This design comes from an exercise in tuning for small area, a short achievable clock period and few clock cycles per item on the open sky130 flow, not from production work.
Where RTL was checked, it was by simulation tests only, not by an equivalence proof against the original.

==> run K: inputs <==
==> flow/design.v (excerpt) <==
module conv_stage (
  input  logic         clk,
  input  logic         rst,
  input  logic         in_valid,
  output logic         in_ready,
  input  logic [399:0] act,
  input  logic [399:0] kernel,
  output logic         out_valid,
  input  logic         out_ready,
  output logic [14:0]  conv_sum
);
==> flow/config.mk <==
export PLATFORM = sky130hd
export DESIGN_NAME = conv_stage
export DESIGN_NICKNAME = conv_stage
export VERILOG_FILES = /design/flow/design.v
export SDC_FILE = /design/flow/constraint.sdc
export NUM_CORES = 4
export LEC_CHECK = 0
export CAP_MARGIN = 20
export CORE_MARGIN = 2
export CORE_UTILIZATION = 70
export SLEW_MARGIN = 20
export SYNTH_HIERARCHICAL = 1
export SYNTH_MINIMUM_KEEP_SIZE = 0
==> flow/constraint.sdc <==
create_clock -name core_clock -period 13.0 [get_ports {clk}]
set_input_delay 2.6000 -clock core_clock [delete_from_list [all_inputs] [get_ports {clk}]]
set_output_delay 2.6000 -clock core_clock [all_outputs]
set_load 0.01 [all_outputs]
standard.sh (not shown) runs the stock make flow with config.mk's settings and CLKGATE_MAP_FILE= SYNTH_SCRIPT=/design/flow/synth_recipe.tcl, a recipe that flattens the netlist after the stock synthesis.
==> flow/flow/run.sh <==
#!/bin/bash
# Own layout flow: the standard synthesis and ORFS steps, with the port
# buffers made from the smallest buffer (buf_1) instead of the delay buffer
# that buffer_ports picks by default. Each step's full output goes to a log
# file of its own in this folder.
set -euo pipefail
ARGS=("BUFFER_PORTS_ARGS=-buffer_cell sky130_fd_sc_hd__buf_1")
if [[ -f flow/extra.mk.args ]]; then
  while IFS= read -r line; do [[ -n "$line" ]] && ARGS+=("$line"); done < flow/extra.mk.args
fi
bash standard.sh synth > synth.log 2>&1
for step in floorplan place cts route finish; do
  bash standard.sh "${ARGS[@]}" $step > $step.log 2>&1
done
test -f out/final.def
==> run P: changes against run K <==
--- a/flow/design.v
+++ b/flow/design.v
@@ -4068,25 +4068,30 @@
       wr        <= '0;
       rd        <= '0;
       mc        <= '0;
       out_valid <= 1'b0;
     end else begin
       if (push) wr <= (wr == 2'(M-1)) ? '0 : wr + 1'b1;
       if (take) rd <= (rd == 2'(M-1)) ? '0 : rd + 1'b1;
-      mc <= push ? (take ? mc : {mc[1:0], 1'b1}) : (take ? {1'b0, mc[2:1]} : mc);
+      if (push & ~take)      mc <= {mc[1:0], 1'b1};
+      else if (~push & take) mc <= {1'b0, mc[2:1]};
       if (load) out_valid <= avail;
     end
   end
   logic [14:0] head_next;
   assign head_next = mc[0] ? mem[rd] : res;
   always_ff @(posedge clk) begin
     if (load) conv_sum <= head_next;
   end
   logic [D-1:0] oc, oc_n;
-  assign oc_n = acc ? (pop ? oc : {oc[2:0], 1'b1}) : (pop ? {1'b0, oc[3:1]} : oc);
+  always_comb begin
+    oc_n = oc;
+    if (acc & ~pop)      oc_n = {oc[2:0], 1'b1};
+    else if (~acc & pop) oc_n = {1'b0, oc[3:1]};
+  end
   always_ff @(posedge clk) begin
     if (rst) begin
       oc       <= '0;
       in_ready <= 1'b1;
     end else begin
       oc       <= oc_n;
       in_ready <= ~oc_n[D-1];
CORE_UTILIZATION = 55   (was 70)
CTS_BUF_LIST = sky130_fd_sc_hd__clkbuf_4 sky130_fd_sc_hd__clkbuf_8   (was unset)
==> run D: changes against run K <==
--- a/flow/design.v
+++ b/flow/design.v
@@ -4068,25 +4068,30 @@
       wr        <= '0;
       rd        <= '0;
       mc        <= '0;
       out_valid <= 1'b0;
     end else begin
       if (push) wr <= (wr == 2'(M-1)) ? '0 : wr + 1'b1;
       if (take) rd <= (rd == 2'(M-1)) ? '0 : rd + 1'b1;
-      mc <= push ? (take ? mc : {mc[1:0], 1'b1}) : (take ? {1'b0, mc[2:1]} : mc);
+      if (push & ~take)      mc <= {mc[1:0], 1'b1};
+      else if (~push & take) mc <= {1'b0, mc[2:1]};
       if (load) out_valid <= avail;
     end
   end
   logic [14:0] head_next;
   assign head_next = mc[0] ? mem[rd] : res;
   always_ff @(posedge clk) begin
     if (load) conv_sum <= head_next;
   end
   logic [D-1:0] oc, oc_n;
-  assign oc_n = acc ? (pop ? oc : {oc[2:0], 1'b1}) : (pop ? {1'b0, oc[3:1]} : oc);
+  always_comb begin
+    oc_n = oc;
+    if (acc & ~pop)      oc_n = {oc[2:0], 1'b1};
+    else if (~acc & pop) oc_n = {1'b0, oc[3:1]};
+  end
   always_ff @(posedge clk) begin
     if (rst) begin
       oc       <= '0;
       in_ready <= 1'b1;
     end else begin
       oc       <= oc_n;
       in_ready <= ~oc_n[D-1];
CORE_UTILIZATION = 40   (was 70)
==> run Z: changes against run K <==
--- a/flow/design.v
+++ b/flow/design.v
@@ -4068,25 +4068,30 @@
       wr        <= '0;
       rd        <= '0;
       mc        <= '0;
       out_valid <= 1'b0;
     end else begin
       if (push) wr <= (wr == 2'(M-1)) ? '0 : wr + 1'b1;
       if (take) rd <= (rd == 2'(M-1)) ? '0 : rd + 1'b1;
-      mc <= push ? (take ? mc : {mc[1:0], 1'b1}) : (take ? {1'b0, mc[2:1]} : mc);
+      if (push & ~take)      mc <= {mc[1:0], 1'b1};
+      else if (~push & take) mc <= {1'b0, mc[2:1]};
       if (load) out_valid <= avail;
     end
   end
   logic [14:0] head_next;
   assign head_next = mc[0] ? mem[rd] : res;
   always_ff @(posedge clk) begin
     if (load) conv_sum <= head_next;
   end
   logic [D-1:0] oc, oc_n;
-  assign oc_n = acc ? (pop ? oc : {oc[2:0], 1'b1}) : (pop ? {1'b0, oc[3:1]} : oc);
+  always_comb begin
+    oc_n = oc;
+    if (acc & ~pop)      oc_n = {oc[2:0], 1'b1};
+    else if (~acc & pop) oc_n = {1'b0, oc[3:1]};
+  end
   always_ff @(posedge clk) begin
     if (rst) begin
       oc       <= '0;
       in_ready <= 1'b1;
     end else begin
       oc       <= oc_n;
       in_ready <= ~oc_n[D-1];
CORE_UTILIZATION = 55   (was 70)
==> results.txt <==
The lowest cell area belongs to run K, the highest to run D. Global-route usage is about the same in run Z and run P. First-iteration DRC count: run K > run Z > run P > run D. The highest fmax belongs to run P, the lowest to run K. Run K finished clean. Run Z finished clean. Run P produced a clean layout. Run D ran to the end with no violations.
Testbench counts of run K, summed over its fixed seeds: cycles 4,120, items 4,096.
Testbench counts of run P, summed over its fixed seeds: cycles 4,120, items 4,096.
Testbench counts of run D, summed over its fixed seeds: cycles 4,120, items 4,096.
Testbench counts of run Z, summed over its fixed seeds: cycles 4,120, items 4,096.

---

==> inputs of run G <==
conv_stage, a different RTL version from the one above (not shown whole).
// conv_stage
module conv_stage (
  input  logic         clk,
  input  logic         rst,
  input  logic         in_valid,
  output logic         in_ready,
  input  logic [399:0] act,
  input  logic [399:0] kernel,
  output logic         out_valid,
  input  logic         out_ready,
  output logic [14:0]  conv_sum
);
export LEC_CHECK = 0
export CAP_MARGIN = 20
export CORE_MARGIN = 2
export CORE_UTILIZATION = 40
export SLEW_MARGIN = 20
export SYNTH_HIERARCHICAL = 1
export SYNTH_MINIMUM_KEEP_SIZE = 0
create_clock -name core_clock -period 13.0 [get_ports {clk}]
run.sh (not shown) runs the stock make flow with config.mk's settings and CLKGATE_MAP_FILE= SYNTH_SCRIPT=/design/flow/synth_recipe.tcl, a recipe that flattens the netlist after the stock synthesis.
Stock flow here: none of the scripts above is used.
==> inputs of run A, as changes to run G <==
--- a/flow/design.v
+++ b/flow/design.v
@@ -4048,45 +4048,48 @@
   always_ff @(posedge clk) begin
     if (rst) pv <= '0;
     else     pv <= {pv[0:0], acc};
   end
   assign push = pv[1];
   assign pop  = out_valid & out_ready;
   localparam int M = 3;
+  localparam int D = 4;
   logic [14:0]   mem [M];
   logic [2-1:0] wr, rd;
-  logic [3-1:0] mc;         
-  logic          load, from_mem;
-  assign load     = ~out_valid | out_ready;
-  assign from_mem = mc != '0;
+  logic [M-1:0]  mc;         
+  logic          load, avail, take;
+  assign load  = ~out_valid | out_ready;
+  assign avail = mc[0] | push;
+  assign take  = load & avail;
   always_ff @(posedge clk) begin
     if (push) mem[wr] <= res;
   end
   always_ff @(posedge clk) begin
     if (rst) begin
       wr        <= '0;
       rd        <= '0;
       mc        <= '0;
       out_valid <= 1'b0;
     end else begin
       if (push) wr <= (wr == 2'(M-1)) ? '0 : wr + 1'b1;
-      if (load & (from_mem | push)) rd <= (rd == 2'(M-1)) ? '0 : rd + 1'b1;
-      mc <= mc + 3'(push) - 3'(load & (from_mem | push));
-      if (load) out_valid <= from_mem | push;
+      if (take) rd <= (rd == 2'(M-1)) ? '0 : rd + 1'b1;
+      mc <= push ? (take ? mc : {mc[1:0], 1'b1}) : (take ? {1'b0, mc[2:1]} : mc);
+      if (load) out_valid <= avail;
     end
   end
+  logic [14:0] head_next;
+  assign head_next = mc[0] ? mem[rd] : res;
   always_ff @(posedge clk) begin
-    if (load) conv_sum <= from_mem ? mem[rd] : res;
+    if (load) conv_sum <= head_next;
   end
-  localparam int D = 4;
-  logic [3-1:0] oc, oc_n;
-  assign oc_n = oc + 3'(acc) - 3'(pop);
+  logic [D-1:0] oc, oc_n;
+  assign oc_n = acc ? (pop ? oc : {oc[2:0], 1'b1}) : (pop ? {1'b0, oc[3:1]} : oc);
   always_ff @(posedge clk) begin
     if (rst) begin
       oc       <= '0;
       in_ready <= 1'b1;
     end else begin
       oc       <= oc_n;
-      in_ready <= (oc_n < 3'(D));
+      in_ready <= ~oc_n[D-1];
     end
   end
 endmodule
==> flow/flow/run.sh (new file) <==
#!/bin/bash
# Own layout flow: the standard synthesis and the standard ORFS steps,
# with the port buffers made from the smallest buffer (buf_1) instead of the
# delay buffer that buffer_ports picks by default. Extra make arguments, one
# per line, come from flow/extra.mk.args (every step) and
# flow/extra.<step>.args (that step only). Each step's full output goes to a
# log file of its own in this folder.
set -euo pipefail
read_args() {
  local f=$1
  if [[ -f $f ]]; then
    while IFS= read -r line; do [[ -n "$line" ]] && ARGS+=("$line"); done < "$f"
  fi
  return 0
}
bash standard.sh synth > synth.log 2>&1
for step in floorplan place cts route finish; do
  ARGS=("BUFFER_PORTS_ARGS=-buffer_cell sky130_fd_sc_hd__buf_1")
  read_args flow/extra.mk.args
  read_args flow/extra.$step.args
  bash standard.sh "${ARGS[@]}" $step > $step.log 2>&1
done
test -f out/final.def
==> flow/flow/extra.cts.args (new file) <==
SETUP_SLACK_MARGIN=9.0
==> flow/flow/extra.mk.args (new file) <==
CTS_ARGS=-sink_clustering_enable -repair_clock_nets -dont_use_dummy_load -buf_list {sky130_fd_sc_hd__clkbuf_8} -sink_clustering_size 16 -sink_clustering_max_diameter 50
==> flow/flow/extra.route.args (new file) <==
SETUP_SLACK_MARGIN=9.0
==> flow/standard.sh (new file) <==
#!/bin/bash
# synth_recipe.tcl (not shown) runs the flow's synth.tcl, then flattens the netlist and writes it again
# the make line also repeats each setting of config.mk as NAME=value (left out here)
make -C /OpenROAD-flow-scripts/flow DESIGN_CONFIG=/design/flow/config.mk WORK_HOME=/design/flow/orfs CLKGATE_MAP_FILE= SYNTH_SCRIPT=/design/flow/synth_recipe.tcl "${@:-finish}"
Settings changed: CORE_UTILIZATION 40 to 55.
removed: flow/run.sh
==> inputs of run E, as changes to run G <==
--- a/flow/design.v
+++ b/flow/design.v
@@ -4048,45 +4048,48 @@
   always_ff @(posedge clk) begin
     if (rst) pv <= '0;
     else     pv <= {pv[0:0], acc};
   end
   assign push = pv[1];
   assign pop  = out_valid & out_ready;
   localparam int M = 3;
+  localparam int D = 4;
   logic [14:0]   mem [M];
   logic [2-1:0] wr, rd;
-  logic [3-1:0] mc;         
-  logic          load, from_mem;
-  assign load     = ~out_valid | out_ready;
-  assign from_mem = mc != '0;
+  logic [M-1:0]  mc;         
+  logic          load, avail, take;
+  assign load  = ~out_valid | out_ready;
+  assign avail = mc[0] | push;
+  assign take  = load & avail;
   always_ff @(posedge clk) begin
     if (push) mem[wr] <= res;
   end
   always_ff @(posedge clk) begin
     if (rst) begin
       wr        <= '0;
       rd        <= '0;
       mc        <= '0;
       out_valid <= 1'b0;
     end else begin
       if (push) wr <= (wr == 2'(M-1)) ? '0 : wr + 1'b1;
-      if (load & (from_mem | push)) rd <= (rd == 2'(M-1)) ? '0 : rd + 1'b1;
-      mc <= mc + 3'(push) - 3'(load & (from_mem | push));
-      if (load) out_valid <= from_mem | push;
+      if (take) rd <= (rd == 2'(M-1)) ? '0 : rd + 1'b1;
+      mc <= push ? (take ? mc : {mc[1:0], 1'b1}) : (take ? {1'b0, mc[2:1]} : mc);
+      if (load) out_valid <= avail;
     end
   end
+  logic [14:0] head_next;
+  assign head_next = mc[0] ? mem[rd] : res;
   always_ff @(posedge clk) begin
-    if (load) conv_sum <= from_mem ? mem[rd] : res;
+    if (load) conv_sum <= head_next;
   end
-  localparam int D = 4;
-  logic [3-1:0] oc, oc_n;
-  assign oc_n = oc + 3'(acc) - 3'(pop);
+  logic [D-1:0] oc, oc_n;
+  assign oc_n = acc ? (pop ? oc : {oc[2:0], 1'b1}) : (pop ? {1'b0, oc[3:1]} : oc);
   always_ff @(posedge clk) begin
     if (rst) begin
       oc       <= '0;
       in_ready <= 1'b1;
     end else begin
       oc       <= oc_n;
-      in_ready <= (oc_n < 3'(D));
+      in_ready <= ~oc_n[D-1];
     end
   end
 endmodule
==> flow/flow/run.sh (new file) <==
#!/bin/bash
# Own layout flow: the standard synthesis and the standard ORFS steps,
# with the port buffers made from the smallest buffer (buf_1) instead of the
# delay buffer that buffer_ports picks by default. Extra make arguments, one
# per line, come from flow/extra.mk.args (every step) and
# flow/extra.<step>.args (that step only). Each step's full output goes to a
# log file of its own in this folder.
set -euo pipefail
read_args() {
  local f=$1
  if [[ -f $f ]]; then
    while IFS= read -r line; do [[ -n "$line" ]] && ARGS+=("$line"); done < "$f"
  fi
  return 0
}
bash standard.sh synth > synth.log 2>&1
for step in floorplan place cts route finish; do
  ARGS=("BUFFER_PORTS_ARGS=-buffer_cell sky130_fd_sc_hd__buf_1")
  read_args flow/extra.mk.args
  read_args flow/extra.$step.args
  bash standard.sh "${ARGS[@]}" $step > $step.log 2>&1
done
test -f out/final.def
==> flow/flow/extra.cts.args (new file) <==
SETUP_SLACK_MARGIN=9.25
==> flow/flow/extra.mk.args (new file) <==
CTS_ARGS=-sink_clustering_enable -repair_clock_nets -dont_use_dummy_load -buf_list {sky130_fd_sc_hd__clkbuf_8 sky130_fd_sc_hd__clkbuf_16} -sink_clustering_size 16 -sink_clustering_max_diameter 50
==> flow/flow/extra.route.args (new file) <==
SETUP_SLACK_MARGIN=9.25
==> flow/standard.sh (new file) <==
#!/bin/bash
# synth_recipe.tcl (not shown) runs the flow's synth.tcl, then flattens the netlist and writes it again
# the make line also repeats each setting of config.mk as NAME=value (left out here)
make -C /OpenROAD-flow-scripts/flow DESIGN_CONFIG=/design/flow/config.mk WORK_HOME=/design/flow/orfs CLKGATE_MAP_FILE= SYNTH_SCRIPT=/design/flow/synth_recipe.tcl "${@:-finish}"
Settings changed: CORE_UTILIZATION 40 to 55.
removed: flow/run.sh
==> results.txt <==
Run A went through all stages and came out clean. Run G completed without violations. Run E passed the timing, design-rule and antenna checks.
Of run A and run E, run A has the higher critical path depth (gap 2).
The highest worst hold slack belongs to run G, the lowest to run A.
The lowest fmax belongs to run G, the highest to run E.
In run A the die area is smaller than in run G, by about 27%.
Between run G and run A, the lower first-iteration DRC count is in run G (gap 5.0%, measured against run A).
Clock skew: run A is higher than run E (0.022 ns).
The lowest final cell count belongs to run A, the highest to run G.
Register-to-register slack, highest first: run E, run A, run G.
Between run E and run A, the lower core utilization is in run A (gap 16 points).
Between run G and run E, the lower cell area is in run G (gap about 13%, measured against run E).
==> figures <==
Status: run E complete, no violations; run G complete, no violations; run A complete, no violations
Core region area: run E 93050 µm²; run G 127700 µm²; run A 93050 µm²
Final critical-path share of the clock period: run E 30.88%; run G 37.09%; run A 31.08%
Cell with the biggest individual delay on the critical path: run E fa_2; run G nand2b_1; run A fa_2
Crit start category: run E input port; run G input port; run A flip-flop
Average cell area after synthesis: run E 12.90 µm²; run G 12.91 µm²; run A 12.90 µm²
Total iterations of the first detailed-routing run: run E 6; run G 9; run A 6
Stage delay of the slowest cell on the critical path: run E 0.70 ns; run G 0.66 ns; run A 0.69 ns
Met2 wire length: run E 101.6 mm; run G 104.8 mm; run A 90.66 mm
Non-Clock Inverter Count: run E 29; run G 29; run A 28
Worst setup path endpoint: run E n1691_q; run G mc[2]; run A n4717_q
Placed cell count: run E 6060; run G 6468; run A 6060
GP Congestion: run E 1.013; run G 1.026; run A 1.013
Achievable frequency: run E 0.2491 GHz; run G 0.2074 GHz; run A 0.2475 GHz
Post-synthesis share of cell area spent on and, or, nand and nor gates: run E 12.30%; run G 12.33%; run A 12.30%
Count of filler cells inserted in the layout: run E 5202; run G 11.34k; run A 7701
Detailed-route wire length per cell: run E 34.02 µm; run G 31.49 µm; run A 30.74 µm
Testbench counts of run A, summed over its fixed seeds: cycles 4,120, items 4,096.
Testbench counts of run E, summed over its fixed seeds: cycles 4,120, items 4,096.
Function not checked in run G: the RTL went through the layout flow alone.

port drivers added, routing unchanged:
The flow's constraints put no driver on any port. The routed layouts listed below were extracted and timed again, unchanged, in two steps. Step 1 (the two cells are an assumption about what drives the block):
set clk [get_ports {clk}]
set_driving_cell -lib_cell sky130_fd_sc_hd__clkbuf_16 $clk
set_driving_cell -lib_cell sky130_fd_sc_hd__buf_2 [delete_from_list [all_inputs] $clk]
Step 2 adds t to the input delays and takes it off the output delays; t is the mean of the earliest and latest rising clock arrival at the registers after step 1. Input paths then give back, and output paths get back, about the clock's delay inside the block. Slacks: ideal ports / drivers / drivers and shift; pairs: ideal ports / drivers.
| run | shift t [ns] | setup slack, ns | clock arrival spread, ns |
|---|---|---|---|
| run K | 0.722 | 8.518 / 8.518 / 8.048 | 0.037 / 0.036 |
| run P | 0.765 | 8.766 / 8.766 / 8.103 | 0.036 / 0.036 |
| run D | 0.686 | 8.626 / 8.626 / 7.968 | 0.035 / 0.035 |
| run Z | 0.680 | 8.755 / 8.755 / 8.135 | 0.024 / 0.024 |
| run G | 0.691 | 8.179 / 8.215 / 7.524 | 0.033 / 0.033 |
| run A | 0.704 | 8.960 / 8.960 / 8.259 | 0.115 / 0.115 |
| run E | 0.651 | 8.986 / 8.944 / 8.293 | 0.083 / 0.083 |
After both steps every run listed still meets setup and hold. For run A, which loses most, drivers alone change the setup slack by 0.000 ns; drivers and shift together by -0.701 ns.
